Background: an optimization exercise with open tools, aiming at a short achievable clock period. Do not read the settings as production practice.
RTL that was checked went through simulation tests only; none was proved equivalent to the original.
The RTL of run 2 was laid out without a check of its function.
No activity file was given, so power comes from the tool's default toggle rates.

`flow/config.mk`:
```
export PLATFORM = sky130hd
export DESIGN_NAME = stack_cpu
export DESIGN_NICKNAME = stack_cpu
export VERILOG_FILES = /design/flow/design.v
export SDC_FILE = /design/flow/constraint.sdc
export NUM_CORES = 4
export LEC_CHECK = 0
export ABC_CLOCK_PERIOD_IN_PS = 2000
export CAP_MARGIN = 20
export CORE_MARGIN = 2
export CORE_UTILIZATION = 40
export PLACE_DENSITY = 0.6
export SLEW_MARGIN = 20
export SYNTH_HIERARCHICAL = 1
export SYNTH_MINIMUM_KEEP_SIZE = 0
export TNS_END_PERCENT = 10
```
`flow/constraint.sdc`:
```
create_clock -name core_clock -period 12.5 [get_ports {clk}]
set_input_delay 2.5000 -clock core_clock [delete_from_list [all_inputs] [get_ports {clk}]]
set_output_delay 2.5000 -clock core_clock [all_outputs]
set_load 0.01 [all_outputs]
```
`flow/design.v`:
```
package cpu_cfg_pkg;
  localparam int data_w = 16;
  localparam int dstk_depth = 16;                 
  localparam int dstk_aw    = $clog2(dstk_depth);
  localparam int dstk_cw    = $clog2(dstk_depth + 3);
  localparam int cstk_depth = 16;
  localparam int cstk_aw    = $clog2(cstk_depth);
  localparam int cstk_cw    = cstk_aw + 1;
  localparam logic [data_w-1:0] reset_ip = '0;
endpackage
package cpu_isa_pkg;
  localparam int insn_w = 16;
  localparam logic [insn_w-1:0] insn_isr_load = 16'h7811;
  localparam logic [insn_w-1:0] imm_mask_lit  = 16'h7fff;   
  localparam logic [insn_w-1:0] imm_mask_br   = 16'h0ffe;   
  localparam logic [insn_w-1:0] imm_mask_word = 16'h03fe;   
  localparam logic [insn_w-1:0] imm_mask_byte = 16'h03ff;
  typedef enum logic [1:0] {
    src_stk0 = 2'h0,
    src_fp   = 2'h1,
    src_ip   = 2'h2,
    src_cstk = 2'h3
  } src_a_t;
  typedef enum logic [1:0] {
    src_imm  = 2'h0,
    src_stk1 = 2'h1,
    src_isr  = 2'h2
  } src_b_t;
  typedef enum logic [5:0] {
    alu_add   = 6'd0,
    alu_sub   = 6'd1,
    alu_and   = 6'd2,
    alu_or    = 6'd3,
    alu_xor   = 6'd4,
    alu_shl   = 6'd5,
    alu_shr   = 6'd6,
    alu_eq    = 6'd7,
    alu_lt    = 6'd8,
    alu_not   = 6'd9,
    alu_a     = 6'd10,
    alu_b     = 6'd11,
    alu_addz  = 6'd12,
    alu_addnz = 6'd13
  } alu_sel_t;
endpackage
`timescale 1ns/100ps
module g_inv   (input logic a, output logic y);                   assign y = ~a;                     endmodule
module g_nand2 (input logic a, b, output logic y);                assign y = ~(a & b);               endmodule
module g_nor2  (input logic a, b, output logic y);                assign y = ~(a | b);               endmodule
module g_xor2  (input logic a, b, output logic y);                assign y = a ^ b;                  endmodule
module g_xnor2 (input logic a, b, output logic y);                assign y = ~(a ^ b);               endmodule
module g_aoi21 (input logic a1, a2, b, output logic y);           assign y = ~((a1 & a2) | b);       endmodule
module g_oai21 (input logic a1, a2, b, output logic y);           assign y = ~((a1 | a2) & b);       endmodule
module g_aoi22 (input logic a1, a2, b1, b2, output logic y);      assign y = ~((a1 & a2) | (b1 & b2)); endmodule
module g_aoi221 (input logic a1, a2, b1, b2, c, output logic y);  assign y = ~((a1 & a2) | (b1 & b2) | c); endmodule
module g_nand3 (input logic a, b, c, output logic y);             assign y = ~(a & b & c);           endmodule
module g_nand4 (input logic a, b, c, d, output logic y);          assign y = ~(a & b & c & d);       endmodule
module g_mux2i (input logic s, a0, a1, output logic y);           assign y = ~(s ? a1 : a0);         endmodule
module g_nor3  (input logic a, b, c, output logic y);             assign y = ~(a | b | c);           endmodule
`timescale 1ns/100ps
module add_ks10
(
  input  logic [9:0] a,
  input  logic [9:0] x,
  output logic [9:0] s,
  output logic        con
);
  logic g0_0, t0_0, g0_1, t0_1, g0_2, t0_2, g0_3, t0_3, g0_4, t0_4, g0_5, t0_5, g0_6, t0_6, g0_7, t0_7, g0_8, t0_8, g0_9, t0_9, g1_1, g1_2, t1_2, g1_3, t1_3, g1_4, t1_4, g1_5, t1_5, g1_6, t1_6, g1_7, t1_7, g1_8, t1_8, g1_9, t1_9, g0_0_i, g2_2, g2_3, g2_4, t2_4, g2_5, t2_5, g2_6, t2_6, g2_7, t2_7, g2_8, t2_8, g2_9, t2_9, g3_4, g1_1_i, g3_5, g3_6, g3_7, g3_8, t3_8, g3_9, t3_9, g4_8, g4_9, p_0, p_1, p_2, p_3, p_4, p_5, p_6, p_7, p_8, p_9;
  g_nand2 u_g0_0 (.a(a[0]), .b(x[0]), .y(g0_0));
  g_nor2  u_t0_0 (.a(a[0]), .b(x[0]), .y(t0_0));
  g_nand2 u_g0_1 (.a(a[1]), .b(x[1]), .y(g0_1));
  g_nor2  u_t0_1 (.a(a[1]), .b(x[1]), .y(t0_1));
  g_nand2 u_g0_2 (.a(a[2]), .b(x[2]), .y(g0_2));
  g_nor2  u_t0_2 (.a(a[2]), .b(x[2]), .y(t0_2));
  g_nand2 u_g0_3 (.a(a[3]), .b(x[3]), .y(g0_3));
  g_nor2  u_t0_3 (.a(a[3]), .b(x[3]), .y(t0_3));
  g_nand2 u_g0_4 (.a(a[4]), .b(x[4]), .y(g0_4));
  g_nor2  u_t0_4 (.a(a[4]), .b(x[4]), .y(t0_4));
  g_nand2 u_g0_5 (.a(a[5]), .b(x[5]), .y(g0_5));
  g_nor2  u_t0_5 (.a(a[5]), .b(x[5]), .y(t0_5));
  g_nand2 u_g0_6 (.a(a[6]), .b(x[6]), .y(g0_6));
  g_nor2  u_t0_6 (.a(a[6]), .b(x[6]), .y(t0_6));
  g_nand2 u_g0_7 (.a(a[7]), .b(x[7]), .y(g0_7));
  g_nor2  u_t0_7 (.a(a[7]), .b(x[7]), .y(t0_7));
  g_nand2 u_g0_8 (.a(a[8]), .b(x[8]), .y(g0_8));
  g_nor2  u_t0_8 (.a(a[8]), .b(x[8]), .y(t0_8));
  g_nand2 u_g0_9 (.a(a[9]), .b(x[9]), .y(g0_9));
  g_nor2  u_t0_9 (.a(a[9]), .b(x[9]), .y(t0_9));
  g_oai21 u_g1_1 (.a1(t0_1), .a2(g0_0), .b(g0_1), .y(g1_1));
  g_oai21 u_g1_2 (.a1(t0_2), .a2(g0_1), .b(g0_2), .y(g1_2));
  g_nor2  u_t1_2 (.a(t0_2), .b(t0_1), .y(t1_2));
  g_oai21 u_g1_3 (.a1(t0_3), .a2(g0_2), .b(g0_3), .y(g1_3));
  g_nor2  u_t1_3 (.a(t0_3), .b(t0_2), .y(t1_3));
  g_oai21 u_g1_4 (.a1(t0_4), .a2(g0_3), .b(g0_4), .y(g1_4));
  g_nor2  u_t1_4 (.a(t0_4), .b(t0_3), .y(t1_4));
  g_oai21 u_g1_5 (.a1(t0_5), .a2(g0_4), .b(g0_5), .y(g1_5));
  g_nor2  u_t1_5 (.a(t0_5), .b(t0_4), .y(t1_5));
  g_oai21 u_g1_6 (.a1(t0_6), .a2(g0_5), .b(g0_6), .y(g1_6));
  g_nor2  u_t1_6 (.a(t0_6), .b(t0_5), .y(t1_6));
  g_oai21 u_g1_7 (.a1(t0_7), .a2(g0_6), .b(g0_7), .y(g1_7));
  g_nor2  u_t1_7 (.a(t0_7), .b(t0_6), .y(t1_7));
  g_oai21 u_g1_8 (.a1(t0_8), .a2(g0_7), .b(g0_8), .y(g1_8));
  g_nor2  u_t1_8 (.a(t0_8), .b(t0_7), .y(t1_8));
  g_oai21 u_g1_9 (.a1(t0_9), .a2(g0_8), .b(g0_9), .y(g1_9));
  g_nor2  u_t1_9 (.a(t0_9), .b(t0_8), .y(t1_9));
  g_inv   u_g0_0_i (.a(g0_0), .y(g0_0_i));
  g_aoi21 u_g2_2 (.a1(t1_2), .a2(g0_0_i), .b(g1_2), .y(g2_2));
  g_aoi21 u_g2_3 (.a1(t1_3), .a2(g1_1), .b(g1_3), .y(g2_3));
  g_aoi21 u_g2_4 (.a1(t1_4), .a2(g1_2), .b(g1_4), .y(g2_4));
  g_nand2 u_t2_4 (.a(t1_4), .b(t1_2), .y(t2_4));
  g_aoi21 u_g2_5 (.a1(t1_5), .a2(g1_3), .b(g1_5), .y(g2_5));
  g_nand2 u_t2_5 (.a(t1_5), .b(t1_3), .y(t2_5));
  g_aoi21 u_g2_6 (.a1(t1_6), .a2(g1_4), .b(g1_6), .y(g2_6));
  g_nand2 u_t2_6 (.a(t1_6), .b(t1_4), .y(t2_6));
  g_aoi21 u_g2_7 (.a1(t1_7), .a2(g1_5), .b(g1_7), .y(g2_7));
  g_nand2 u_t2_7 (.a(t1_7), .b(t1_5), .y(t2_7));
  g_aoi21 u_g2_8 (.a1(t1_8), .a2(g1_6), .b(g1_8), .y(g2_8));
  g_nand2 u_t2_8 (.a(t1_8), .b(t1_6), .y(t2_8));
  g_aoi21 u_g2_9 (.a1(t1_9), .a2(g1_7), .b(g1_9), .y(g2_9));
  g_nand2 u_t2_9 (.a(t1_9), .b(t1_7), .y(t2_9));
  g_oai21 u_g3_4 (.a1(t2_4), .a2(g0_0), .b(g2_4), .y(g3_4));
  g_inv   u_g1_1_i (.a(g1_1), .y(g1_1_i));
  g_oai21 u_g3_5 (.a1(t2_5), .a2(g1_1_i), .b(g2_5), .y(g3_5));
  g_oai21 u_g3_6 (.a1(t2_6), .a2(g2_2), .b(g2_6), .y(g3_6));
  g_oai21 u_g3_7 (.a1(t2_7), .a2(g2_3), .b(g2_7), .y(g3_7));
  g_oai21 u_g3_8 (.a1(t2_8), .a2(g2_4), .b(g2_8), .y(g3_8));
  g_nor2  u_t3_8 (.a(t2_8), .b(t2_4), .y(t3_8));
  g_oai21 u_g3_9 (.a1(t2_9), .a2(g2_5), .b(g2_9), .y(g3_9));
  g_nor2  u_t3_9 (.a(t2_9), .b(t2_5), .y(t3_9));
  g_aoi21 u_g4_8 (.a1(t3_8), .a2(g0_0_i), .b(g3_8), .y(g4_8));
  g_aoi21 u_g4_9 (.a1(t3_9), .a2(g1_1), .b(g3_9), .y(g4_9));
  g_xor2  u_p_0 (.a(a[0]), .b(x[0]), .y(p_0));
  assign s[0] = p_0;
  g_xor2  u_p_1 (.a(a[1]), .b(x[1]), .y(p_1));
  g_xnor2 u_s_1 (.a(p_1), .b(g0_0), .y(s[1]));
  g_xor2  u_p_2 (.a(a[2]), .b(x[2]), .y(p_2));
  g_xor2  u_s_2 (.a(p_2), .b(g1_1), .y(s[2]));
  g_xor2  u_p_3 (.a(a[3]), .b(x[3]), .y(p_3));
  g_xnor2 u_s_3 (.a(p_3), .b(g2_2), .y(s[3]));
  g_xor2  u_p_4 (.a(a[4]), .b(x[4]), .y(p_4));
  g_xnor2 u_s_4 (.a(p_4), .b(g2_3), .y(s[4]));
  g_xor2  u_p_5 (.a(a[5]), .b(x[5]), .y(p_5));
  g_xor2  u_s_5 (.a(p_5), .b(g3_4), .y(s[5]));
  g_xor2  u_p_6 (.a(a[6]), .b(x[6]), .y(p_6));
  g_xor2  u_s_6 (.a(p_6), .b(g3_5), .y(s[6]));
  g_xor2  u_p_7 (.a(a[7]), .b(x[7]), .y(p_7));
  g_xor2  u_s_7 (.a(p_7), .b(g3_6), .y(s[7]));
  g_xor2  u_p_8 (.a(a[8]), .b(x[8]), .y(p_8));
  g_xor2  u_s_8 (.a(p_8), .b(g3_7), .y(s[8]));
  g_xor2  u_p_9 (.a(a[9]), .b(x[9]), .y(p_9));
  g_xnor2 u_s_9 (.a(p_9), .b(g4_8), .y(s[9]));
  assign con = g4_9;
endmodule
module add_ks11
(
  input  logic [10:0] a,
  input  logic [10:0] x,
  output logic [10:0] s,
  output logic        con
);
  logic g0_0, t0_0, g0_1, t0_1, g0_2, t0_2, g0_3, t0_3, g0_4, t0_4, g0_5, t0_5, g0_6, t0_6, g0_7, t0_7, g0_8, t0_8, g0_9, t0_9, g0_10, t0_10, g1_1, g1_2, t1_2, g1_3, t1_3, g1_4, t1_4, g1_5, t1_5, g1_6, t1_6, g1_7, t1_7, g1_8, t1_8, g1_9, t1_9, g1_10, t1_10, g0_0_i, g2_2, g2_3, g2_4, t2_4, g2_5, t2_5, g2_6, t2_6, g2_7, t2_7, g2_8, t2_8, g2_9, t2_9, g2_10, t2_10, g3_4, g1_1_i, g3_5, g3_6, g3_7, g3_8, t3_8, g3_9, t3_9, g3_10, t3_10, g4_8, g4_9, g2_2_i, g4_10, p_0, p_1, p_2, p_3, p_4, p_5, p_6, p_7, p_8, p_9, p_10;
  g_nand2 u_g0_0 (.a(a[0]), .b(x[0]), .y(g0_0));
  g_nor2  u_t0_0 (.a(a[0]), .b(x[0]), .y(t0_0));
  g_nand2 u_g0_1 (.a(a[1]), .b(x[1]), .y(g0_1));
  g_nor2  u_t0_1 (.a(a[1]), .b(x[1]), .y(t0_1));
  g_nand2 u_g0_2 (.a(a[2]), .b(x[2]), .y(g0_2));
  g_nor2  u_t0_2 (.a(a[2]), .b(x[2]), .y(t0_2));
  g_nand2 u_g0_3 (.a(a[3]), .b(x[3]), .y(g0_3));
  g_nor2  u_t0_3 (.a(a[3]), .b(x[3]), .y(t0_3));
  g_nand2 u_g0_4 (.a(a[4]), .b(x[4]), .y(g0_4));
  g_nor2  u_t0_4 (.a(a[4]), .b(x[4]), .y(t0_4));
  g_nand2 u_g0_5 (.a(a[5]), .b(x[5]), .y(g0_5));
  g_nor2  u_t0_5 (.a(a[5]), .b(x[5]), .y(t0_5));
  g_nand2 u_g0_6 (.a(a[6]), .b(x[6]), .y(g0_6));
  g_nor2  u_t0_6 (.a(a[6]), .b(x[6]), .y(t0_6));
  g_nand2 u_g0_7 (.a(a[7]), .b(x[7]), .y(g0_7));
  g_nor2  u_t0_7 (.a(a[7]), .b(x[7]), .y(t0_7));
  g_nand2 u_g0_8 (.a(a[8]), .b(x[8]), .y(g0_8));
  g_nor2  u_t0_8 (.a(a[8]), .b(x[8]), .y(t0_8));
  g_nand2 u_g0_9 (.a(a[9]), .b(x[9]), .y(g0_9));
  g_nor2  u_t0_9 (.a(a[9]), .b(x[9]), .y(t0_9));
  g_nand2 u_g0_10 (.a(a[10]), .b(x[10]), .y(g0_10));
  g_nor2  u_t0_10 (.a(a[10]), .b(x[10]), .y(t0_10));
  g_oai21 u_g1_1 (.a1(t0_1), .a2(g0_0), .b(g0_1), .y(g1_1));
  g_oai21 u_g1_2 (.a1(t0_2), .a2(g0_1), .b(g0_2), .y(g1_2));
  g_nor2  u_t1_2 (.a(t0_2), .b(t0_1), .y(t1_2));
  g_oai21 u_g1_3 (.a1(t0_3), .a2(g0_2), .b(g0_3), .y(g1_3));
  g_nor2  u_t1_3 (.a(t0_3), .b(t0_2), .y(t1_3));
  g_oai21 u_g1_4 (.a1(t0_4), .a2(g0_3), .b(g0_4), .y(g1_4));
  g_nor2  u_t1_4 (.a(t0_4), .b(t0_3), .y(t1_4));
  g_oai21 u_g1_5 (.a1(t0_5), .a2(g0_4), .b(g0_5), .y(g1_5));
  g_nor2  u_t1_5 (.a(t0_5), .b(t0_4), .y(t1_5));
  g_oai21 u_g1_6 (.a1(t0_6), .a2(g0_5), .b(g0_6), .y(g1_6));
  g_nor2  u_t1_6 (.a(t0_6), .b(t0_5), .y(t1_6));
  g_oai21 u_g1_7 (.a1(t0_7), .a2(g0_6), .b(g0_7), .y(g1_7));
  g_nor2  u_t1_7 (.a(t0_7), .b(t0_6), .y(t1_7));
  g_oai21 u_g1_8 (.a1(t0_8), .a2(g0_7), .b(g0_8), .y(g1_8));
  g_nor2  u_t1_8 (.a(t0_8), .b(t0_7), .y(t1_8));
  g_oai21 u_g1_9 (.a1(t0_9), .a2(g0_8), .b(g0_9), .y(g1_9));
  g_nor2  u_t1_9 (.a(t0_9), .b(t0_8), .y(t1_9));
  g_oai21 u_g1_10 (.a1(t0_10), .a2(g0_9), .b(g0_10), .y(g1_10));
  g_nor2  u_t1_10 (.a(t0_10), .b(t0_9), .y(t1_10));
  g_inv   u_g0_0_i (.a(g0_0), .y(g0_0_i));
  g_aoi21 u_g2_2 (.a1(t1_2), .a2(g0_0_i), .b(g1_2), .y(g2_2));
  g_aoi21 u_g2_3 (.a1(t1_3), .a2(g1_1), .b(g1_3), .y(g2_3));
  g_aoi21 u_g2_4 (.a1(t1_4), .a2(g1_2), .b(g1_4), .y(g2_4));
  g_nand2 u_t2_4 (.a(t1_4), .b(t1_2), .y(t2_4));
  g_aoi21 u_g2_5 (.a1(t1_5), .a2(g1_3), .b(g1_5), .y(g2_5));
  g_nand2 u_t2_5 (.a(t1_5), .b(t1_3), .y(t2_5));
  g_aoi21 u_g2_6 (.a1(t1_6), .a2(g1_4), .b(g1_6), .y(g2_6));
  g_nand2 u_t2_6 (.a(t1_6), .b(t1_4), .y(t2_6));
  g_aoi21 u_g2_7 (.a1(t1_7), .a2(g1_5), .b(g1_7), .y(g2_7));
  g_nand2 u_t2_7 (.a(t1_7), .b(t1_5), .y(t2_7));
  g_aoi21 u_g2_8 (.a1(t1_8), .a2(g1_6), .b(g1_8), .y(g2_8));
  g_nand2 u_t2_8 (.a(t1_8), .b(t1_6), .y(t2_8));
  g_aoi21 u_g2_9 (.a1(t1_9), .a2(g1_7), .b(g1_9), .y(g2_9));
  g_nand2 u_t2_9 (.a(t1_9), .b(t1_7), .y(t2_9));
  g_aoi21 u_g2_10 (.a1(t1_10), .a2(g1_8), .b(g1_10), .y(g2_10));
  g_nand2 u_t2_10 (.a(t1_10), .b(t1_8), .y(t2_10));
  g_oai21 u_g3_4 (.a1(t2_4), .a2(g0_0), .b(g2_4), .y(g3_4));
  g_inv   u_g1_1_i (.a(g1_1), .y(g1_1_i));
  g_oai21 u_g3_5 (.a1(t2_5), .a2(g1_1_i), .b(g2_5), .y(g3_5));
  g_oai21 u_g3_6 (.a1(t2_6), .a2(g2_2), .b(g2_6), .y(g3_6));
  g_oai21 u_g3_7 (.a1(t2_7), .a2(g2_3), .b(g2_7), .y(g3_7));
  g_oai21 u_g3_8 (.a1(t2_8), .a2(g2_4), .b(g2_8), .y(g3_8));
  g_nor2  u_t3_8 (.a(t2_8), .b(t2_4), .y(t3_8));
  g_oai21 u_g3_9 (.a1(t2_9), .a2(g2_5), .b(g2_9), .y(g3_9));
  g_nor2  u_t3_9 (.a(t2_9), .b(t2_5), .y(t3_9));
  g_oai21 u_g3_10 (.a1(t2_10), .a2(g2_6), .b(g2_10), .y(g3_10));
  g_nor2  u_t3_10 (.a(t2_10), .b(t2_6), .y(t3_10));
  g_aoi21 u_g4_8 (.a1(t3_8), .a2(g0_0_i), .b(g3_8), .y(g4_8));
  g_aoi21 u_g4_9 (.a1(t3_9), .a2(g1_1), .b(g3_9), .y(g4_9));
  g_inv   u_g2_2_i (.a(g2_2), .y(g2_2_i));
  g_aoi21 u_g4_10 (.a1(t3_10), .a2(g2_2_i), .b(g3_10), .y(g4_10));
  g_xor2  u_p_0 (.a(a[0]), .b(x[0]), .y(p_0));
  assign s[0] = p_0;
  g_xor2  u_p_1 (.a(a[1]), .b(x[1]), .y(p_1));
  g_xnor2 u_s_1 (.a(p_1), .b(g0_0), .y(s[1]));
  g_xor2  u_p_2 (.a(a[2]), .b(x[2]), .y(p_2));
  g_xor2  u_s_2 (.a(p_2), .b(g1_1), .y(s[2]));
  g_xor2  u_p_3 (.a(a[3]), .b(x[3]), .y(p_3));
  g_xnor2 u_s_3 (.a(p_3), .b(g2_2), .y(s[3]));
  g_xor2  u_p_4 (.a(a[4]), .b(x[4]), .y(p_4));
  g_xnor2 u_s_4 (.a(p_4), .b(g2_3), .y(s[4]));
  g_xor2  u_p_5 (.a(a[5]), .b(x[5]), .y(p_5));
  g_xor2  u_s_5 (.a(p_5), .b(g3_4), .y(s[5]));
  g_xor2  u_p_6 (.a(a[6]), .b(x[6]), .y(p_6));
  g_xor2  u_s_6 (.a(p_6), .b(g3_5), .y(s[6]));
  g_xor2  u_p_7 (.a(a[7]), .b(x[7]), .y(p_7));
  g_xor2  u_s_7 (.a(p_7), .b(g3_6), .y(s[7]));
  g_xor2  u_p_8 (.a(a[8]), .b(x[8]), .y(p_8));
  g_xor2  u_s_8 (.a(p_8), .b(g3_7), .y(s[8]));
  g_xor2  u_p_9 (.a(a[9]), .b(x[9]), .y(p_9));
  g_xnor2 u_s_9 (.a(p_9), .b(g4_8), .y(s[9]));
  g_xor2  u_p_10 (.a(a[10]), .b(x[10]), .y(p_10));
  g_xnor2 u_s_10 (.a(p_10), .b(g4_9), .y(s[10]));
  assign con = g4_10;
endmodule
module res_mux
(
  input  logic [8:0]       sel,     
  input  logic [8:0][9:0]  lo,
  input  logic [8:0]       con,     
  input  logic [7:0][5:0]  ha,      
  input  logic [7:0][5:0]  hb,      
  input  logic [4:0]       bha,     
  input  logic [4:0]       bhb,
  input  logic             blo10,   
  input  logic [15:0]      op7,
  input  logic [15:0]      imm,
  output logic [15:0]      y
);
  for (genvar k = 0; k < 10; k++)
  begin : g_lo
    logic n0, n1, n2, n3;
    g_aoi221 u_0 (.a1(sel[0]), .a2(lo[0][k]), .b1(sel[1]), .b2(lo[1][k]), .c(op7[k]), .y(n0));
    g_aoi221 u_1 (.a1(sel[2]), .a2(lo[2][k]), .b1(sel[3]), .b2(lo[3][k]), .c(imm[k]), .y(n1));
    g_aoi22  u_2 (.a1(sel[4]), .a2(lo[4][k]), .b1(sel[5]), .b2(lo[5][k]), .y(n2));
    g_aoi22  u_3 (.a1(sel[7]), .a2(lo[7][k]), .b1(sel[8]), .b2(lo[8][k]), .y(n3));
    g_nand4  u_y (.a(n0), .b(n1), .c(n2), .d(n3), .y(y[k]));
  end
  for (genvar k = 10; k < 16; k++)
  begin : g_hi
    logic [8:0] tn;
    logic p1, p2, p3, x1n, x2n;
    for (genvar j = 0; j < 8; j++)
    begin : g_t
      g_mux2i u_t (.s(con[j]), .a0(ha[j][k-10]), .a1(hb[j][k-10]), .y(tn[j]));
    end
    if (k == 10)
    begin : g_b10
      g_nand2 u_t8 (.a(sel[8]), .b(blo10), .y(tn[8]));
    end
    else
    begin : g_bhi
      g_mux2i u_t8 (.s(con[8]), .a0(bha[k-11]), .a1(bhb[k-11]), .y(tn[8]));
    end
    g_nand3 u_p1 (.a(tn[0]), .b(tn[1]), .c(tn[2]), .y(p1));
    g_nand3 u_p2 (.a(tn[3]), .b(tn[4]), .c(tn[5]), .y(p2));
    g_nand3 u_p3 (.a(tn[6]), .b(tn[7]), .c(tn[8]), .y(p3));
    g_nor2  u_x1 (.a(p1), .b(p2), .y(x1n));
    g_nor3  u_x2 (.a(p3), .b(op7[k]), .c(imm[k]), .y(x2n));
    g_nand2 u_y  (.a(x1n), .b(x2n), .y(y[k]));
  end
endmodule
module hc_gate #(parameter int W = 6)
(
  input  logic         sel,
  input  logic [W-1:0] hc0,
  input  logic [W-1:0] hc1,
  output logic [W-1:0] ha,
  output logic [W-1:0] hb
);
  assign ha = {W{sel}} & hc1;
  assign hb = {W{sel}} & hc0;
endmodule
module dec2
(
  input  logic [1:0] s,
  output logic [3:0] d
);
  for (genvar i = 0; i < 4; i++)
  begin : g_d
    assign d[i] = s == i;
  end
endmodule
module op7_sel
(
  input  logic [15:0] insn,
  output logic [3:0]  e,
  output logic        es_isr,
  output logic        es_c,
  output logic        es_fp,
  output logic        es_t
);
  logic alu, sys;
  assign alu = insn[15:11] == 5'b01110 && insn[5:4] == 2'b00;
  assign sys = insn[15:11] == 5'b01111;
  for (genvar i = 0; i < 4; i++)
  begin : g_d
    assign e[i] = alu && insn[3:2] == i;
  end
  assign es_isr = sys && insn[4] && !insn[0];
  assign es_c   = sys && !insn[4] && !insn[0] && insn[3:2] == 2'b00;
  assign es_fp  = sys && insn[3:0] == 4'b0011;
  assign es_t   = sys && !(insn[4] && !insn[0]) && !(insn[3:2] == 2'b00 && !insn[0]) &&
                  insn[3:0] != 4'b0011;
endmodule
module op7_pick
(
  input  logic [15:0] insn,
  input  logic [15:0] tn_sum,
  input  logic [15:0] tn_dif,
  input  logic [15:0] tn_and,
  input  logic [15:0] tn_or,
  input  logic [15:0] tn_xor,
  input  logic [15:0] tn_shl,
  input  logic [15:0] tn_shr,
  input  logic        tn_eq,
  input  logic        tn_lt,
  input  logic [15:0] t,
  input  logic [15:0] n,
  input  logic [15:0] t_addz,
  input  logic [15:0] t_addnz,
  input  logic [15:0] isr,
  input  logic [15:0] c,
  input  logic [15:0] fp,
  output logic [15:0] y
);
  logic [3:0] d0, d1, d2, d3, e;
  logic       es_isr, es_c, es_fp, es_t;
  dec2 u_d0 (.s(insn[1:0]), .d(d0));
  dec2 u_d1 (.s(insn[1:0]), .d(d1));
  dec2 u_d2 (.s(insn[1:0]), .d(d2));
  dec2 u_d3 (.s(insn[1:0]), .d(d3));
  op7_sel u_sel (.insn(insn), .e(e), .es_isr(es_isr), .es_c(es_c),
                 .es_fp(es_fp), .es_t(es_t));
  for (genvar k = 0; k < 16; k++)
  begin : g_bit
    logic a0, b0, a1, b1, a2, b2, a3, m0, m1, m2, m3, n0, n1, n2, n3, tn;
    g_inv   u_tn (.a(t[k]), .y(tn));
    g_aoi22 u_a0 (.a1(d0[0]), .a2(tn_sum[k]), .b1(d0[1]), .b2(tn_dif[k]), .y(a0));
    g_aoi22 u_b0 (.a1(d0[2]), .a2(tn_and[k]), .b1(d0[3]), .b2(tn_or[k]),  .y(b0));
    g_nand2 u_m0 (.a(a0), .b(b0), .y(m0));
    g_aoi22 u_a1 (.a1(d1[0]), .a2(tn_xor[k]), .b1(d1[1]), .b2(tn_shl[k]), .y(a1));
    if (k == 0)
    begin : g_eq
      g_aoi22 u_b1 (.a1(d1[2]), .a2(tn_shr[k]), .b1(d1[3]), .b2(tn_eq), .y(b1));
    end
    else
    begin : g_neq
      g_nand2 u_b1 (.a(d1[2]), .b(tn_shr[k]), .y(b1));
    end
    g_nand2 u_m1 (.a(a1), .b(b1), .y(m1));
    if (k == 0)
    begin : g_lt
      g_aoi22 u_a2 (.a1(d2[0]), .a2(tn_lt), .b1(d2[1]), .b2(tn), .y(a2));
    end
    else
    begin : g_nlt
      g_nand2 u_a2 (.a(d2[1]), .b(tn), .y(a2));
    end
    g_aoi22 u_b2 (.a1(d2[2]), .a2(t[k]), .b1(d2[3]), .b2(n[k]), .y(b2));
    g_nand2 u_m2 (.a(a2), .b(b2), .y(m2));
    g_aoi22 u_a3 (.a1(d3[0]), .a2(t_addz[k]), .b1(d3[1]), .b2(t_addnz[k]), .y(a3));
    g_inv   u_m3 (.a(a3), .y(m3));
    g_aoi22 u_n0 (.a1(e[0]), .a2(m0), .b1(e[1]), .b2(m1), .y(n0));
    g_aoi22 u_n1 (.a1(e[2]), .a2(m2), .b1(e[3]), .b2(m3), .y(n1));
    g_aoi22 u_n2 (.a1(es_isr), .a2(isr[k]), .b1(es_c), .b2(c[k]), .y(n2));
    g_aoi22 u_n3 (.a1(es_fp), .a2(fp[k]), .b1(es_t), .b2(t[k]), .y(n3));
    g_nand4 u_y  (.a(n0), .b(n1), .c(n2), .d(n3), .y(y[k]));
  end
endmodule
module imm_sel
(
  input  logic [15:0] insn,
  output logic        s_lbz,    
  output logic        s_w,      
  output logic        s_sx,     
  output logic        jnz,      
  output logic        jz        
);
  logic off, b, z, w;
  assign off   = !insn[15] && insn[11:10] == 2'b00;
  assign b     = off && (insn[14:12] == 3'b010 || insn[14:12] == 3'b011 || insn[14:12] == 3'b101);
  assign z     = off && insn[14:12] == 3'b110;
  assign w     = off && insn[14:12] == 3'b100;
  assign s_lbz = insn[15] || b || z;
  assign s_w   = w;
  assign s_sx  = b || w;
  assign jnz   = insn[15:12] == 4'b0001 && insn[0];
  assign jz    = insn[15:12] == 4'b0001 && !insn[0];
endmodule
module ip2_gate
(
  input  logic        t_zero,
  input  logic [15:0] ip2,
  output logic [15:0] ip2_z,
  output logic [15:0] ip2_nz
);
  assign ip2_z  = {16{t_zero}} & ip2;
  assign ip2_nz = {16{!t_zero}} & ip2;
endmodule
module imm_pick
(
  input  logic [15:0] insn,
  input  logic        t_zero,
  input  logic [15:0] ip2,
  output logic [15:0] y
);
  logic s_lbz, s_w, s_sx, s_lit, jnz, jz;
  logic [15:0] ip2_z, ip2_nz;
  imm_sel u_sel (.insn(insn), .s_lbz(s_lbz), .s_w(s_w), .s_sx(s_sx), .jnz(jnz), .jz(jz));
  ip2_gate u_ip2 (.t_zero(t_zero), .ip2(ip2), .ip2_z(ip2_z), .ip2_nz(ip2_nz));
  assign s_lit = insn[15];
  for (genvar k = 0; k < 16; k++)
  begin : g_bit
    logic n0, n1;
    g_aoi22 u_n1 (.a1(jnz), .a2(ip2_z[k]), .b1(jz), .b2(ip2_nz[k]), .y(n1));
    if (k < 9)
    begin : g_lo
      g_aoi22 u_n0 (.a1(s_lbz), .a2(insn[k]), .b1(s_w), .b2(insn[k+1]), .y(n0));
    end
    else if (k == 9)
    begin : g_9
      g_aoi22 u_n0 (.a1(s_lbz), .a2(insn[9]), .b1(s_w), .b2(insn[9]), .y(n0));
    end
    else if (k < 15)
    begin : g_hi
      g_aoi22 u_n0 (.a1(s_lit), .a2(insn[k]), .b1(s_sx), .b2(insn[9]), .y(n0));
    end
    else
    begin : g_15
      g_nand2 u_n0 (.a(s_sx), .b(insn[9]), .y(n0));
    end
    g_nand2 u_y (.a(n0), .b(n1), .y(y[k]));
  end
endmodule
module alu_pre
(
  input  logic [15:0] t,
  input  logic [15:0] n,
  output logic [15:0] tn_sum,
  output logic [15:0] tn_dif,
  output logic [15:0] tn_and,
  output logic [15:0] tn_or,
  output logic [15:0] tn_xor,
  output logic [15:0] tn_shl,
  output logic [15:0] tn_shr,
  output logic        tn_eq,
  output logic        tn_lt,
  output logic [15:0] t_addz,
  output logic [15:0] t_addnz,
  output logic        t_zero,
  output logic [5:0]  t_hp
);
  logic [15:0] t_step;
  assign tn_sum  = t + n;
  assign tn_dif  = t - n;
  assign tn_and  = t & n;
  assign tn_or   = t | n;
  assign tn_xor  = t ^ n;
  assign tn_shl  = t << n[3:0];
  assign tn_shr  = t >> n[3:0];
  assign tn_eq   = t == n;
  assign tn_lt   = $signed(t) < $signed(n);
  assign t_step  = t + 16'd2;
  assign t_zero  = t == 16'd0;
  assign t_addz  = t_zero ? tn_sum : t_step;
  assign t_addnz = !t_zero ? tn_sum : t_step;
  assign t_hp    = t[15:10] + 6'd1;
endmodule
module hi_pre
(
  input  logic [15:0] fp,
  input  logic [15:0] ip,
  input  logic [15:0] c,
  output logic [5:0]  fp_hm,
  output logic [5:0]  fp_hp,
  output logic [5:0]  ip_hm,
  output logic [5:0]  ip_hp,
  output logic [5:0]  c_hm,
  output logic [5:0]  c_hp,
  output logic [4:0]  br_hm,
  output logic [4:0]  br_hp,
  output logic [15:0] ip2
);
  assign fp_hm = fp[15:10] - 6'd1;
  assign fp_hp = fp[15:10] + 6'd1;
  assign ip_hm = ip[15:10] - 6'd1;
  assign ip_hp = ip[15:10] + 6'd1;
  assign c_hm  = c[15:10] - 6'd1;
  assign c_hp  = c[15:10] + 6'd1;
  assign br_hm = ip[15:11] - 5'd1;
  assign br_hp = ip[15:11] + 5'd1;
  assign ip2   = ip + 16'd2;
endmodule
module hc_sel #(parameter int W = 6)
(
  input  logic         s,
  input  logic [W-1:0] h,
  input  logic [W-1:0] hm,
  input  logic [W-1:0] hp,
  output logic [W-1:0] hc0,
  output logic [W-1:0] hc1
);
  assign hc1 = s ? h  : hp;
  assign hc0 = s ? hm : h;
endmodule
module res_sel
(
  input  logic [15:0] insn,
  input  logic        t_zero,
  output logic [8:0]  sel
);
  logic is_b, is_w, is_6, cond;
  assign is_b  = insn[15:13] == 3'b001 || insn[15:12] == 4'b0101;
  assign is_w  = insn[15:12] == 4'b0100;
  assign is_6  = insn[15:12] == 4'b0110;
  assign cond  = insn[0] ^ t_zero;    
  assign sel[0] = is_b && insn[11:10] == 2'd1;
  assign sel[1] = is_b && insn[11:10] == 2'd2;
  assign sel[2] = is_b && insn[11:10] == 2'd3;
  assign sel[3] = is_w && insn[11:10] == 2'd1;
  assign sel[4] = is_w && insn[11:10] == 2'd2;
  assign sel[5] = is_w && insn[11:10] == 2'd3;
  assign sel[6] = is_6 && insn[11:10] == 2'd1;
  assign sel[7] = is_6 && insn[11];
  assign sel[8] = insn[15:12] == 4'b0000 || (insn[15:12] == 4'b0001 && cond);
endmodule
`timescale 1ns/100ps
module stack_cpu
(
  input  logic        clk,
  input  logic        rst_n,
  output logic [15:0] imem_addr,
  input  logic [15:0] insn,
  output logic [15:0] dmem_addr,
  output logic [15:0] dmem_wdata,
  output logic        dmem_we,
  output logic        dmem_re,
  output logic        dmem_byte,
  input  logic [15:0] dmem_rdata
);
  logic [15:0] ip, fp, isr;
  logic [15:0] top0, top1;           
  logic [15:0] dmem_stk [16];        
  logic [4:0]  depth;                
  logic [15:0] cmem [16];            
  logic [4:0]  cptr;                 
  logic [15:0] ctop;                 
  logic [15:0] ip2;
  logic [3:0] op;
  logic [1:0] asel;
  logic is_lit, is_j, is_jc, is_b, is_w, is_6, is_alu, is_sys;
  assign op     = insn[15:12];
  assign asel   = insn[11:10];
  assign is_lit = insn[15];
  assign is_j   = op == 4'b0000;
  assign is_jc  = op == 4'b0001;
  assign is_b   = insn[15:13] == 3'b001 || op == 4'b0101;   
  assign is_w   = op == 4'b0100;                             
  assign is_6   = op == 4'b0110;                             
  assign is_alu = op == 4'b0111 && !insn[11];
  assign is_sys = op == 4'b0111 && insn[11];
  logic [15:0] tn_sum, tn_dif, tn_and, tn_or, tn_xor, tn_shl, tn_shr, t_addz, t_addnz;
  logic        t_zero, tn_eq, tn_lt;
  logic [5:0]  t_hp;
  alu_pre u_alu_pre (.t(top0), .n(top1), .tn_sum(tn_sum), .tn_dif(tn_dif), .tn_and(tn_and),
                     .tn_or(tn_or), .tn_xor(tn_xor), .tn_shl(tn_shl), .tn_shr(tn_shr),
                     .tn_eq(tn_eq), .tn_lt(tn_lt), .t_addz(t_addz), .t_addnz(t_addnz),
                     .t_zero(t_zero), .t_hp(t_hp));
  logic [9:0] xb, xw;
  logic       sgn;
  assign xb  = insn[9:0];               
  assign xw  = {insn[9], insn[9:1]};    
  assign sgn = insn[9];
  logic [5:0] fp_hm, fp_hp, ip_hm, ip_hp, c_hm, c_hp;
  logic [4:0] br_hm, br_hp;
  hi_pre u_hi_pre (.fp(fp), .ip(ip), .c(ctop), .fp_hm(fp_hm), .fp_hp(fp_hp), .ip_hm(ip_hm),
                   .ip_hp(ip_hp), .c_hm(c_hm), .c_hp(c_hp), .br_hm(br_hm), .br_hp(br_hp),
                   .ip2(ip2));
  logic [8:0][9:0] lo;
  logic [8:0]      con;
  logic [7:0][5:0] hc0, hc1;
  logic [4:0]      bhc0, bhc1;
  logic            blo10;
  logic [10:0]     br_lo;
  add_ks10 u_fp_b (.a(fp[9:0]),   .x(xb), .s(lo[0]), .con(con[0]));
  add_ks10 u_ip_b (.a(ip[9:0]),   .x(xb), .s(lo[1]), .con(con[1]));
  add_ks10 u_c_b  (.a(ctop[9:0]), .x(xb), .s(lo[2]), .con(con[2]));
  add_ks10 u_fp_w (.a(fp[9:0]),   .x(xw), .s(lo[3]), .con(con[3]));
  add_ks10 u_ip_w (.a(ip[9:0]),   .x(xw), .s(lo[4]), .con(con[4]));
  add_ks10 u_c_w  (.a(ctop[9:0]), .x(xw), .s(lo[5]), .con(con[5]));
  add_ks10 u_t_b  (.a(top0[9:0]), .x(xb), .s(lo[7]), .con(con[7]));
  add_ks11 u_br   (.a(ip[10:0]),  .x(insn[11:1]), .s(br_lo), .con(con[8]));
  assign lo[6] = lo[0];
  assign con[6] = con[0];
  assign lo[8] = br_lo[9:0];
  assign blo10 = br_lo[10];
  hc_sel #(.W(6)) u_hc_fp (.s(sgn), .h(fp[15:10]),   .hm(fp_hm), .hp(fp_hp), .hc0(hc0[0]), .hc1(hc1[0]));
  hc_sel #(.W(6)) u_hc_ip (.s(sgn), .h(ip[15:10]),   .hm(ip_hm), .hp(ip_hp), .hc0(hc0[1]), .hc1(hc1[1]));
  hc_sel #(.W(6)) u_hc_c  (.s(sgn), .h(ctop[15:10]), .hm(c_hm),  .hp(c_hp),  .hc0(hc0[2]), .hc1(hc1[2]));
  assign hc1[3] = hc1[0];
  assign hc0[3] = hc0[0];
  assign hc1[4] = hc1[1];
  assign hc0[4] = hc0[1];
  assign hc1[5] = hc1[2];
  assign hc0[5] = hc0[2];
  assign hc1[6] = fp_hp;
  assign hc0[6] = fp[15:10];
  assign hc1[7] = t_hp;
  assign hc0[7] = top0[15:10];
  hc_sel #(.W(5)) u_hc_br (.s(insn[11]), .h(ip[15:11]), .hm(br_hm), .hp(br_hp), .hc0(bhc0), .hc1(bhc1));
  logic s_br, s_6i, s_6f, s_sisr, s_sc, s_sfp;
  logic [8:0] sel;
  res_sel u_rsel (.insn(insn), .t_zero(t_zero), .sel(sel));
  assign s_br = sel[8];
  assign s_6i   = is_6 && asel == 2'd0;
  assign s_6f   = is_6 && asel == 2'd1;
  assign s_sisr = is_sys && insn[4] && !insn[0];
  assign s_sc   = is_sys && !insn[4] && !insn[0] && insn[3:2] == 2'b00;
  assign s_sfp  = is_sys && insn[3:0] == 4'b0011;
  logic [15:0] v_op7, v_imm, alu_res;
  logic [8:0]  rsel;
  logic [7:0][5:0] ha, hb;
  logic [4:0]  bha, bhb;
  op7_pick u_op7 (.insn(insn), .tn_sum(tn_sum), .tn_dif(tn_dif),
                  .tn_and(tn_and), .tn_or(tn_or), .tn_xor(tn_xor),
                  .tn_shl(tn_shl), .tn_shr(tn_shr), .tn_eq(tn_eq), .tn_lt(tn_lt),
                  .t(top0), .n(top1), .t_addz(t_addz),
                  .t_addnz(t_addnz), .isr(isr), .c(ctop), .fp(fp),
                  .y(v_op7));
  imm_pick u_imm (.insn(insn), .t_zero(t_zero), .ip2(ip2), .y(v_imm));
  assign rsel = {sel[8:1], sel[0] || sel[6]};
  for (genvar j = 0; j < 8; j++)
  begin : g_hg
    hc_gate #(.W(6)) u_hg (.sel(sel[j]), .hc0(hc0[j]), .hc1(hc1[j]), .ha(ha[j]), .hb(hb[j]));
  end
  hc_gate #(.W(5)) u_hg_br (.sel(sel[8]), .hc0(bhc0), .hc1(bhc1), .ha(bha), .hb(bhb));
  res_mux u_res (.sel(rsel), .lo(lo), .con(con), .ha(ha), .hb(hb), .bha(bha), .bhb(bhb),
                 .blo10(blo10), .op7(v_op7), .imm(v_imm), .y(alu_res));
  logic push, pop, load_stk, wr1, rd, wr, byt, cpush, cpop;
  assign push     = is_lit || op == 4'b0010 || (is_w && !insn[0]) || op == 4'b0101 ||
                    (op == 4'b0111 && insn[7]);
  assign pop      = is_jc || op == 4'b0011 || (is_w && insn[0]) || (is_alu && insn[6]) ||
                    (is_sys && insn[2]) || (is_sys && insn[4] && insn[0]);
  assign load_stk = push || is_alu || (is_sys && insn[3] && !insn[1]);
  assign wr1      = op == 4'b0111 && insn[3] && !(insn[11] && insn[4]);
  assign rd       = op == 4'b0010 || (is_w && !insn[0]) || s_6i ||
                    (is_sys && insn[3:2] == 2'b10);
  assign wr       = op == 4'b0011 || (is_w && insn[0]) || (is_sys && insn[3:2] == 2'b11);
  assign byt      = insn[15:13] == 3'b001 || (op == 4'b0111 && insn[0]);
  assign cpush    = (is_j && insn[0]) || s_6i || s_sisr || s_sfp;
  assign cpop     = s_sc;
  assign imem_addr  = ip;
  assign dmem_addr  = alu_res;
  assign dmem_wdata = (op == 4'b0111 && !(insn[11] && insn[4])) ? top1 : top0;
  assign dmem_we    = rst_n && wr;
  assign dmem_re    = rst_n && rd;
  assign dmem_byte  = byt && (rd || wr);
  logic [15:0] rd_data, din, ip_nx, fp_nx, cdin;
  assign rd_data = byt ? {8'h00, dmem_rdata[7:0]} : dmem_rdata;
  assign din     = rd ? rd_data : alu_res;
  assign cdin    = s_sfp ? fp : ip2;
  always_comb
  begin
    if (s_br)
      ip_nx = alu_res;
    else if (s_6i)
      ip_nx = {6'd0, xb};
    else if (is_sys && insn[3:0] == 4'b0000)
      ip_nx = insn[4] ? isr : ctop;
    else
      ip_nx = ip2;
    if (s_6f)
      fp_nx = alu_res;
    else if (is_sys && insn[3:0] == 4'b0010)
      fp_nx = insn[4] ? isr : ctop;
    else
      fp_nx = fp;
  end
  always_ff @(posedge clk)
  begin
    if (!rst_n)
    begin
      ip  <= 16'd0;
      fp  <= 16'd0;
      isr <= 16'd0;
    end
    else
    begin
      ip <= ip_nx;
      fp <= fp_nx;
      if (insn == 16'h7811)
        isr <= top0;
    end
  end
  logic [3:0] sp;
  assign sp = depth[3:0] - 4'd2;
  always_ff @(posedge clk)
  begin
    if (push && !pop && depth >= 5'd2)
      dmem_stk[sp] <= top1;
    if (push && !pop)
      top1 <= top0;
    else if (pop && !push)
    begin
      top0 <= top1;
      top1 <= dmem_stk[sp - 4'd1];
    end
    if (load_stk)
    begin
      if (wr1)
        top1 <= din;
      else
        top0 <= din;
    end
  end
  always_ff @(posedge clk)
  begin
    if (!rst_n)
      depth <= 5'd0;
    else if (push && !pop)
      depth <= depth + 5'd1;
    else if (pop && !push)
      depth <= depth - 5'd1;
  end
  always_ff @(posedge clk)
  begin
    if (cpush)
      cmem[cptr[3:0]] <= cdin;
  end
  always_ff @(posedge clk)
  begin
    if (cpush && !cpop)
      ctop <= cdin;
    else if (cpop && !cpush)
      ctop <= cmem[cptr[3:0] - 4'd2];
  end
  always_ff @(posedge clk)
  begin
    if (!rst_n)
      cptr <= 5'd0;
    else if (cpush && !cpop)
      cptr <= cptr + 5'd1;
    else if (cpop && !cpush)
      cptr <= cptr - 5'd1;
  end
endmodule
```
`flow/flow/run.sh`:
```
#!/bin/bash
set -euo pipefail
export SETUP_SLACK_MARGIN=7.5
export BUFFER_PORTS_ARGS="-buffer_cell sky130_fd_sc_hd__buf_6"
bash standard.sh > standard.log 2>&1
```
`flow/standard.sh`:
```
#!/bin/bash
# synth_recipe.tcl (not shown) runs the flow's synth.tcl, then flattens the netlist and writes it again
# the make line also repeats each setting of config.mk as NAME=value (left out here)
make -C /OpenROAD-flow-scripts/flow DESIGN_CONFIG=/design/flow/config.mk WORK_HOME=/design/flow/orfs CLKGATE_MAP_FILE= SYNTH_SCRIPT=/design/flow/synth_recipe.tcl "${@:-finish}"
```
==> results.py, run 1 <==
metrics = {
    "yosys": {
        "total_of_warnings_raised_by_yosys": 7,
        "synth.avg_cell_area_um2": 11.1,
        "synth_fp_nets": 3788,
        "syn-instance-count": 3666,
        "synth.cell_area_um2": 40700,
    },
    "job": {
        "maxCapViolCount": 0,
    },
    "global_route": {
        "grt_antenna_before_repair": 3,
        "groute.layer.met3.usage": 0.0483,
        "grt_use_met2": 0.415,
        "grt_use_total": 0.268,
        "global_route.usage.met1": 0.372,
        "global_route_wire_length_before_repair_mm": 207,
        "global_route.peak_usage_layer": "met2",
        "maximum_number_of_pins_on_one_net_before_global_route_repair": 59,
        "via_count_of_the_first_global_routing_pass": 30300,
        "total_global_routing_overflow": 0,
    },
    "drt": {
        "wl_per_cell_um": 27.3,
        "drtPass1Iterations": 6,
        "initialDrtViolationCount": 3779,
        "total_detailed_routing_wirelength_mm": 146,
        "post_drt_via_cell_ratio": 6.03,
        "drt.antenna.violating_nets": 0,
        "vias": 32200,
        "drc_errors": 0,
    },
    "cells_and_area": {
        "fraction_of_layout_instances_using_a_drive_strength_above_1": 0.347,
        "num-nets-final": 4041,
        "areaGrowthSynthToFinish_pct": 21.5,
        "final_cell_area_um2": 49500,
        "fillerInstances": 8987,
        "antenna_cells_inserted": 0,
    },
    "floorplanning": {
        "floorplan.io_pins": 85,
        "start_util": 0.402,
        "fp.dieW_um": 323,
        "die_h_um": 323,
        "fp-row-count": 117,
        "coreArea_um2": 101000,
        "die-area_um2": 104000,
    },
    "placement": {
        "post_dp_cell_area_um2": 43500,
        "port_buffers": 84,
        "gp_congestion": 0.959,
        "dp_hpwl_mm": 92.1,
    },
    "cts": {
        "h-tree-depth": 3,
        "sinks_on_clock_net": 617,
        "cts_max_path_buffers": 3,
        "cts_tree": "built",
        "cts_made_buffers": 69,
        "clock-root-buffer": "clkbuf_16",
        "clk_pin_slew_worst_paths_ps": 60,
        "worst_skew_pair.late_latency_ps": 680,
        "ctsHoldBuffers": 0,
    },
    "worst_setup_path": {
        "worstPathCellList": "buf_12 -> nor2_2 -> nor2_1 -> nand2_1 -> o21ai_1 -> a21oi_2 -> xnor2_1 -> a221oi_2 -> nand4_1 -> buf_6",
        "critPathKind": "primary input to primary output",
        "critical_path_buf_inv_count": 2,
        "worst_ep_arrival_time_ps": 4460,
        "timing.critical_path.required_ps": 10000,
        "worst_setup_end_kind": "primary output",
        "critical_path.startpoint_type": "primary input",
        "slowest_stage": "a221oi_2",
        "critical-path-top-delay-family": "simple AND/OR/NAND/NOR gates",
        "timing.critical_path.fanout_max": 29,
        "slowest_delay_ps": 430,
    },
    "sta": {
        "final.min_clock_period_ps": 6960,
        "unrepaired_setup_endpoints_after_global_routing": "yes",
        "worstMarginPinSlew_ps": 1120,
        "timing.final.setup_violations": 0,
        "clock.fmax_mhz": 144,
        "setup-tns-final_ps": 0,
        "hold_slack_ps": 484,
        "finalHoldViolations": 0,
        "drv_slew": 0,
        "fin_skew_ps": 63.2,
        "slew_headroom": 0.249,
        "fin_crit_sh": 0.557,
    },
    "pwr": {
        "leakage_power_uw": 0.0180,
        "cellPowerDensity_nw_per_um2": 153,
        "maximum_resistive_drop_on_vdd_uv": 125,
        "p_total_uw": 7550,
    },
    "hold_path": {
        "holdCritPathClass": "flip-flop to flip-flop",
    },
    "outcome": {
        "outcome": "finished clean",
    },
}
-- routing by layer --
metal	up-vias	wire length, µm
li1	14100	-
met1	15900	60100
met2	1756	64700
met3	412	13600
met4	6	7480
met5	-	90
-- metrics by stage --
step	setup WS, ps	instances	utilization
final	5540	5341	0.488
after CTS	5590	5269	0.474
after global placement	5010	5044	0.429
after detailed placement	4970	5044	0.429
after global routing	5500	5341	0.488
after floorplan	5710	3666	-
-- repair_timing --
item | 4_1_cts | 5_1_grt
setup buffers | 81 | 62
pin swaps | 75 | 92
endpoints found under the setup margin | 137 | 323
hold endpoints to repair | 0 | 0
resized for setup | 249 | 184
cloned | 19 | 10
-- worst reg2reg max path: stages (launching register included) --
cell	delay, ps
dfxtp_2	420
buf_12	190
clkinvlp_4	190
ha_2	420
nand3_1	120
a21oi_1	180
o211ai_1	190
a21oi_1	240
mux2i_2	330
nor2_1	120
a22oi_2	170
nand2_1	130
a22oi_2	170
nand4_1	240
nor3_2	310
nand2_2	120
buf_4	150
buf_4	130
inv_1	170
mux2_2	240
mux2i_1	80
-- worst paths after layout --
| path | start | to | slack, ps | depth (start not counted) |
|---|---|---|---|---|
| worst max register to register | top1[1]$_DFF_P_ | top1[13]$_DFF_P_ | 8000 | 20 |
| worst max-delay path | insn[7] | dmem_addr[9] | 5540 | 10 |
| worst min register to register | isr[0]$_SDFFE_PN0N_ | isr[0]$_SDFFE_PN0N_ | 480 | 2 |
| worst min-delay path | isr[0]$_SDFFE_PN0N_ | isr[0]$_SDFFE_PN0N_ | 480 | 2 |
-- report_power, final --
group	total, µW	internal [µW]	switching [µW]
clock	2090	1240	857
sequential	2510	2420	89.7
combinational	2950	1110	1840
-- registers in the layout, indices dropped and copies added, names as in the netlist --
register	flops
depth	5
dmem_stk	256
top1	16
cmem	256
top0	16
ip	16
fp	16
isr	16
ctop	16
cptr	4
-- final cells by class --
class | count | area (µm²) | share of cell area
multi-input combinational | 2725 | 23100 | 0.467
sequential | 617 | 17700 | 0.357
timing repair buffer | 345 | 4030 | 0.0815
clock buffer | 90 | 1880 | 0.0380
tap | 1368 | 1710 | 0.0346
inverter | 161 | 624 | 0.0126
clock inverter | 35 | 455 | 0.00920
-- placed cells by master, fill, tap and decap left out, types with 77 or more instances in the layout --
cell,n
buf_4,180
inv_1,150
clkbuf_16,79
a21oi_2,89
nor2_1,238
o21ai_0,78
dfxtp_1,80
mux4_2,141
xor2_1,149
xnor2_1,99
a22oi_2,197
mux2i_1,149
o21ai_1,95
a21oi_1,77
edfxtp_1,528
buf_6,98
nand2_1,456
==> inputs of run 2 (changes only) <==
--- a/flow/design.v
+++ b/flow/design.v
@@ -57,13 +57,16 @@
 module g_nand4 (input logic a, b, c, d, output logic y);          assign y = ~(a & b & c & d);       endmodule
 module g_mux2i (input logic s, a0, a1, output logic y);           assign y = ~(s ? a1 : a0);         endmodule
 module g_nor3  (input logic a, b, c, output logic y);             assign y = ~(a | b | c);           endmodule
+module g_ao21  (input logic a1, a2, b, output logic y);           assign y = (a1 & a2) | b;          endmodule
+module g_o21a  (input logic a1, a2, b, output logic y);           assign y = (a1 | a2) & b;          endmodule
 `timescale 1ns/100ps
 module add_ks10
 (
   input  logic [9:0] a,
   input  logic [9:0] x,
   output logic [9:0] s,
-  output logic        con
+  output logic        con,
+  output logic        co
 );
   logic g0_0, t0_0, g0_1, t0_1, g0_2, t0_2, g0_3, t0_3, g0_4, t0_4, g0_5, t0_5, g0_6, t0_6, g0_7, t0_7, g0_8, t0_8, g0_9, t0_9, g1_1, g1_2, t1_2, g1_3, t1_3, g1_4, t1_4, g1_5, t1_5, g1_6, t1_6, g1_7, t1_7, g1_8, t1_8, g1_9, t1_9, g0_0_i, g2_2, g2_3, g2_4, t2_4, g2_5, t2_5, g2_6, t2_6, g2_7, t2_7, g2_8, t2_8, g2_9, t2_9, g3_4, g1_1_i, g3_5, g3_6, g3_7, g3_8, t3_8, g3_9, t3_9, g4_8, g4_9, p_0, p_1, p_2, p_3, p_4, p_5, p_6, p_7, p_8, p_9;
   g_nand2 u_g0_0 (.a(a[0]), .b(x[0]), .y(g0_0));
@@ -150,13 +153,15 @@
   g_xor2  u_p_9 (.a(a[9]), .b(x[9]), .y(p_9));
   g_xnor2 u_s_9 (.a(p_9), .b(g4_8), .y(s[9]));
   assign con = g4_9;
+  g_ao21  u_co (.a1(t3_9), .a2(g1_1), .b(g3_9), .y(co));
 endmodule
 module add_ks11
 (
   input  logic [10:0] a,
   input  logic [10:0] x,
   output logic [10:0] s,
-  output logic        con
+  output logic        con,
+  output logic        co
 );
   logic g0_0, t0_0, g0_1, t0_1, g0_2, t0_2, g0_3, t0_3, g0_4, t0_4, g0_5, t0_5, g0_6, t0_6, g0_7, t0_7, g0_8, t0_8, g0_9, t0_9, g0_10, t0_10, g1_1, g1_2, t1_2, g1_3, t1_3, g1_4, t1_4, g1_5, t1_5, g1_6, t1_6, g1_7, t1_7, g1_8, t1_8, g1_9, t1_9, g1_10, t1_10, g0_0_i, g2_2, g2_3, g2_4, t2_4, g2_5, t2_5, g2_6, t2_6, g2_7, t2_7, g2_8, t2_8, g2_9, t2_9, g2_10, t2_10, g3_4, g1_1_i, g3_5, g3_6, g3_7, g3_8, t3_8, g3_9, t3_9, g3_10, t3_10, g4_8, g4_9, g2_2_i, g4_10, p_0, p_1, p_2, p_3, p_4, p_5, p_6, p_7, p_8, p_9, p_10;
   g_nand2 u_g0_0 (.a(a[0]), .b(x[0]), .y(g0_0));
@@ -255,11 +260,13 @@
   g_xor2  u_p_10 (.a(a[10]), .b(x[10]), .y(p_10));
   g_xnor2 u_s_10 (.a(p_10), .b(g4_9), .y(s[10]));
   assign con = g4_10;
+  g_ao21  u_co (.a1(t3_10), .a2(g2_2_i), .b(g3_10), .y(co));
 endmodule
 module res_mux
 (
   input  logic [8:0]       sel,     
   input  logic [8:0][9:0]  lo,
+  input  logic [8:0]       co,      
   input  logic [8:0]       con,     
   input  logic [7:0][5:0]  ha,      
   input  logic [7:0][5:0]  hb,      
@@ -285,7 +292,7 @@
     logic p1, p2, p3, x1n, x2n;
     for (genvar j = 0; j < 8; j++)
     begin : g_t
-      g_mux2i u_t (.s(con[j]), .a0(ha[j][k-10]), .a1(hb[j][k-10]), .y(tn[j]));
+      g_aoi22 u_t (.a1(co[j]), .a2(ha[j][k-10]), .b1(con[j]), .b2(hb[j][k-10]), .y(tn[j]));
     end
     if (k == 10)
     begin : g_b10
@@ -293,7 +300,7 @@
     end
     else
     begin : g_bhi
-      g_mux2i u_t8 (.s(con[8]), .a0(bha[k-11]), .a1(bhb[k-11]), .y(tn[8]));
+      g_aoi22 u_t8 (.a1(co[8]), .a2(bha[k-11]), .b1(con[8]), .b2(bhb[k-11]), .y(tn[8]));
     end
     g_nand3 u_p1 (.a(tn[0]), .b(tn[1]), .c(tn[2]), .y(p1));
     g_nand3 u_p2 (.a(tn[3]), .b(tn[4]), .c(tn[5]), .y(p2));
@@ -621,21 +628,22 @@
                    .ip_hp(ip_hp), .c_hm(c_hm), .c_hp(c_hp), .br_hm(br_hm), .br_hp(br_hp),
                    .ip2(ip2));
   logic [8:0][9:0] lo;
-  logic [8:0]      con;
+  logic [8:0]      con, co;
   logic [7:0][5:0] hc0, hc1;
   logic [4:0]      bhc0, bhc1;
   logic            blo10;
   logic [10:0]     br_lo;
-  add_ks10 u_fp_b (.a(fp[9:0]),   .x(xb), .s(lo[0]), .con(con[0]));
-  add_ks10 u_ip_b (.a(ip[9:0]),   .x(xb), .s(lo[1]), .con(con[1]));
-  add_ks10 u_c_b  (.a(ctop[9:0]), .x(xb), .s(lo[2]), .con(con[2]));
-  add_ks10 u_fp_w (.a(fp[9:0]),   .x(xw), .s(lo[3]), .con(con[3]));
-  add_ks10 u_ip_w (.a(ip[9:0]),   .x(xw), .s(lo[4]), .con(con[4]));
-  add_ks10 u_c_w  (.a(ctop[9:0]), .x(xw), .s(lo[5]), .con(con[5]));
-  add_ks10 u_t_b  (.a(top0[9:0]), .x(xb), .s(lo[7]), .con(con[7]));
-  add_ks11 u_br   (.a(ip[10:0]),  .x(insn[11:1]), .s(br_lo), .con(con[8]));
+  add_ks10 u_fp_b (.a(fp[9:0]),   .x(xb), .s(lo[0]), .con(con[0]), .co(co[0]));
+  add_ks10 u_ip_b (.a(ip[9:0]),   .x(xb), .s(lo[1]), .con(con[1]), .co(co[1]));
+  add_ks10 u_c_b  (.a(ctop[9:0]), .x(xb), .s(lo[2]), .con(con[2]), .co(co[2]));
+  add_ks10 u_fp_w (.a(fp[9:0]),   .x(xw), .s(lo[3]), .con(con[3]), .co(co[3]));
+  add_ks10 u_ip_w (.a(ip[9:0]),   .x(xw), .s(lo[4]), .con(con[4]), .co(co[4]));
+  add_ks10 u_c_w  (.a(ctop[9:0]), .x(xw), .s(lo[5]), .con(con[5]), .co(co[5]));
+  add_ks10 u_t_b  (.a(top0[9:0]), .x(xb), .s(lo[7]), .con(con[7]), .co(co[7]));
+  add_ks11 u_br   (.a(ip[10:0]),  .x(insn[11:1]), .s(br_lo), .con(con[8]), .co(co[8]));
   assign lo[6] = lo[0];
   assign con[6] = con[0];
+  assign co[6]  = co[0];
   assign lo[8] = br_lo[9:0];
   assign blo10 = br_lo[10];
   hc_sel #(.W(6)) u_hc_fp (.s(sgn), .h(fp[15:10]),   .hm(fp_hm), .hp(fp_hp), .hc0(hc0[0]), .hc1(hc1[0]));
@@ -678,7 +686,7 @@
     hc_gate #(.W(6)) u_hg (.sel(sel[j]), .hc0(hc0[j]), .hc1(hc1[j]), .ha(ha[j]), .hb(hb[j]));
   end
   hc_gate #(.W(5)) u_hg_br (.sel(sel[8]), .hc0(bhc0), .hc1(bhc1), .ha(bha), .hb(bhb));
-  res_mux u_res (.sel(rsel), .lo(lo), .con(con), .ha(ha), .hb(hb), .bha(bha), .bhb(bhb),
+  res_mux u_res (.sel(rsel), .lo(lo), .co(co), .con(con), .ha(ha), .hb(hb), .bha(bha), .bhb(bhb),
                  .blo10(blo10), .op7(v_op7), .imm(v_imm), .y(alu_res));
   logic push, pop, load_stk, wr1, rd, wr, byt, cpush, cpop;
   assign push     = is_lit || op == 4'b0010 || (is_w && !insn[0]) || op == 4'b0101 ||
==> results.py, run 2 <==
metrics = {
    "outcome": {
        "outcome": "finished clean",
    },
    "drt": {
        "initialDrtViolationCount": 3924,
        "post_drt_via_cell_ratio": 6.13,
        "drtPass1Iterations": 7,
        "total_detailed_routing_wirelength_mm": 151,
        "wl_per_cell_um": 28.2,
        "drc_errors": 0,
        "drt.antenna.violating_nets": 0,
        "vias": 32800,
    },
    "cts": {
        "h-tree-depth": 3,
        "ctsHoldBuffers": 0,
        "clk_pin_slew_worst_paths_ps": 60,
        "sinks_on_clock_net": 617,
        "cts_max_path_buffers": 3,
        "clock-root-buffer": "clkbuf_16",
        "worst_skew_pair.late_latency_ps": 670,
        "cts_made_buffers": 69,
        "cts_tree": "built",
    },
    "sta": {
        "unrepaired_setup_endpoints_after_global_routing": "yes",
        "setup-tns-final_ps": 0,
        "clock.fmax_mhz": 143,
        "fin_skew_ps": 55.9,
        "fin_crit_sh": 0.559,
        "worstMarginPinSlew_ps": 1080,
        "hold_slack_ps": 488,
        "drv_slew": 0,
        "timing.final.setup_violations": 0,
        "final.min_clock_period_ps": 6990,
        "slew_headroom": 0.273,
        "finalHoldViolations": 0,
    },
    "pwr": {
        "p_total_uw": 7560,
        "leakage_power_uw": 0.0177,
        "maximum_resistive_drop_on_vdd_uv": 117,
        "cellPowerDensity_nw_per_um2": 152,
    },
    "placement": {
        "post_dp_cell_area_um2": 43700,
        "port_buffers": 84,
        "dp_hpwl_mm": 95.2,
        "gp_congestion": 0.974,
    },
    "worst_setup_path": {
        "timing.critical_path.fanout_max": 5,
        "worstPathCellList": "buf_16 -> and4b_2 -> nand2_4 -> nor3_4 -> buf_6 -> buf_12 -> a22oi_2 -> nand4_1 -> a221oi_2 -> nand4_1 -> buf_6",
        "slowest_stage": "and4b_2",
        "critPathKind": "primary input to primary output",
        "critical-path-top-delay-family": "simple AND/OR/NAND/NOR gates",
        "timing.critical_path.required_ps": 10000,
        "worst_setup_end_kind": "primary output",
        "critical_path.startpoint_type": "primary input",
        "worst_ep_arrival_time_ps": 4490,
        "critical_path_buf_inv_count": 4,
        "slowest_delay_ps": 290,
    },
    "yosys": {
        "synth.cell_area_um2": 40900,
        "syn-instance-count": 3674,
        "synth_fp_nets": 3796,
        "total_of_warnings_raised_by_yosys": 7,
        "synth.avg_cell_area_um2": 11.1,
    },
    "floorplanning": {
        "fp.dieW_um": 324,
        "die-area_um2": 105000,
        "start_util": 0.403,
        "die_h_um": 324,
        "coreArea_um2": 102000,
        "floorplan.io_pins": 85,
        "fp-row-count": 117,
    },
    "job": {
        "maxCapViolCount": 0,
    },
    "cells_and_area": {
        "final_cell_area_um2": 49600,
        "leading_cell_types_in_the_layout_fill_and_taps_excluded": "edfxtp_1, nand2_1, a22oi_2, nor2_1, buf_4",
        "num-nets-final": 4045,
        "final_common_cell": "edfxtp_1",
        "areaGrowthSynthToFinish_pct": 21.2,
        "end_of_flow_core_utilization": 0.488,
        "fraction_of_layout_instances_using_a_drive_strength_above_1": 0.361,
    },
    "hold_path": {
        "holdCritPathClass": "flip-flop to flip-flop",
    },
    "global_route": {
        "total_global_routing_overflow": 0,
        "via_count_of_the_first_global_routing_pass": 30400,
        "maximum_number_of_pins_on_one_net_before_global_route_repair": 59,
        "grt_antenna_before_repair": 3,
        "grt_use_total": 0.273,
        "global_route_wire_length_before_repair_mm": 210,
    },
}
run 2: path summary, 6_finish.rpt:
check | from | end | slack [ps] | depth (start not counted)
hold reg to reg | isr[1]$_SDFFE_PN0N_ | isr[1]$_SDFFE_PN0N_ | 490 | 2
setup reg to reg | top0[4]$_DFF_P_ | top1[6]$_DFF_P_ | 7780 | 17
hold / removal | isr[1]$_SDFFE_PN0N_ | isr[1]$_SDFFE_PN0N_ | 490 | 2
setup / recovery | insn[12] | dmem_addr[1] | 5510 | 11
run 2: report_power, final:
| group | internal (µW) | switching (µW) | total (µW) |
|---|---|---|---|
| sequential | 2420 | 106 | 2520 |
| clock | 1180 | 861 | 2050 |
| combinational | 1120 | 1880 | 2990 |
| total | 4720 | 2850 | 7560 |
run 2: metrics by stage:
stage	setup slack [ps]	std cells
after CTS	5590	5267
after detailed placement	4880	5052
after floorplan	5710	3674
final	5510	5345
after global routing	5490	5343
after global placement	4830	5052
run 2: final cells by class:
class                   count  area [µm²]
fillers                  9115       52000
clock inverters            35         412
repair buffers            339        4020
inverters                 161         632
well taps                1368        1710
clock buffers              88        1850
flip-flops and latches    617       17700
diodes                      2        5.00
multi-input cells        2735       23300
run 2: layer usage:
layer / up-vias / wire, µm / global-route usage
met5: - / 11 / 0
met4: 2 / 7970 / 0.113
met3: 420 / 15600 / 0.0604
met2: 1854 / 66000 / 0.417
met1: 16300 / 61400 / 0.377
li1: 14200 / - / -
run 2: worst min-delay path, cell delays in order, from the launching register on:
cell     delay (ps)
dfxtp_1         330
nand2_1          60
a21oi_1          50
run 2: timing repair:
| action | in CTS | in global routing |
|---|---|---|
| cloned | 19 | 16 |
| pin swaps | 73 | 74 |
| setup endpoints to repair | 217 | 347 |
| hold endpoints to repair | 0 | 0 |
| resized for setup | 269 | 172 |
| buffers inserted | 73 | 60 |

==> what the ideal ports hide <==
The results above use ideal ports. As a check the final layouts listed here were re-extracted and re-timed, cells and wires unchanged. Step 1 sets driving cells, clkbuf_16 on the clock port and buf_2 on the other inputs (assumed; they add their load-dependent delay and slew). Step 2, shift: input delay + t, output delay - t, t = (earliest + latest rising clock arrival at the registers) / 2. This alone moves slack from input paths to output paths. Three values: ideal, step 1, step 2; two values: the first two.
run | t (ns) | slack for setup (ns) | worst setup path at the end | clock arrival spread, ns | worst register clock-pin slew, ns
run 1 | 0.716 | 5.541 / 5.329 / 5.329 | input to output | 0.063 / 0.063 | 0.06 / 0.06
run 2 | 0.706 | 5.507 / 5.316 / 5.316 | input to output | 0.057 / 0.057 | 0.07 / 0.07
After both steps setup and hold are still met in every run listed. The setup slack of run 1, which loses most, moves by -0.212 ns with the drivers and by -0.212 ns with both steps.
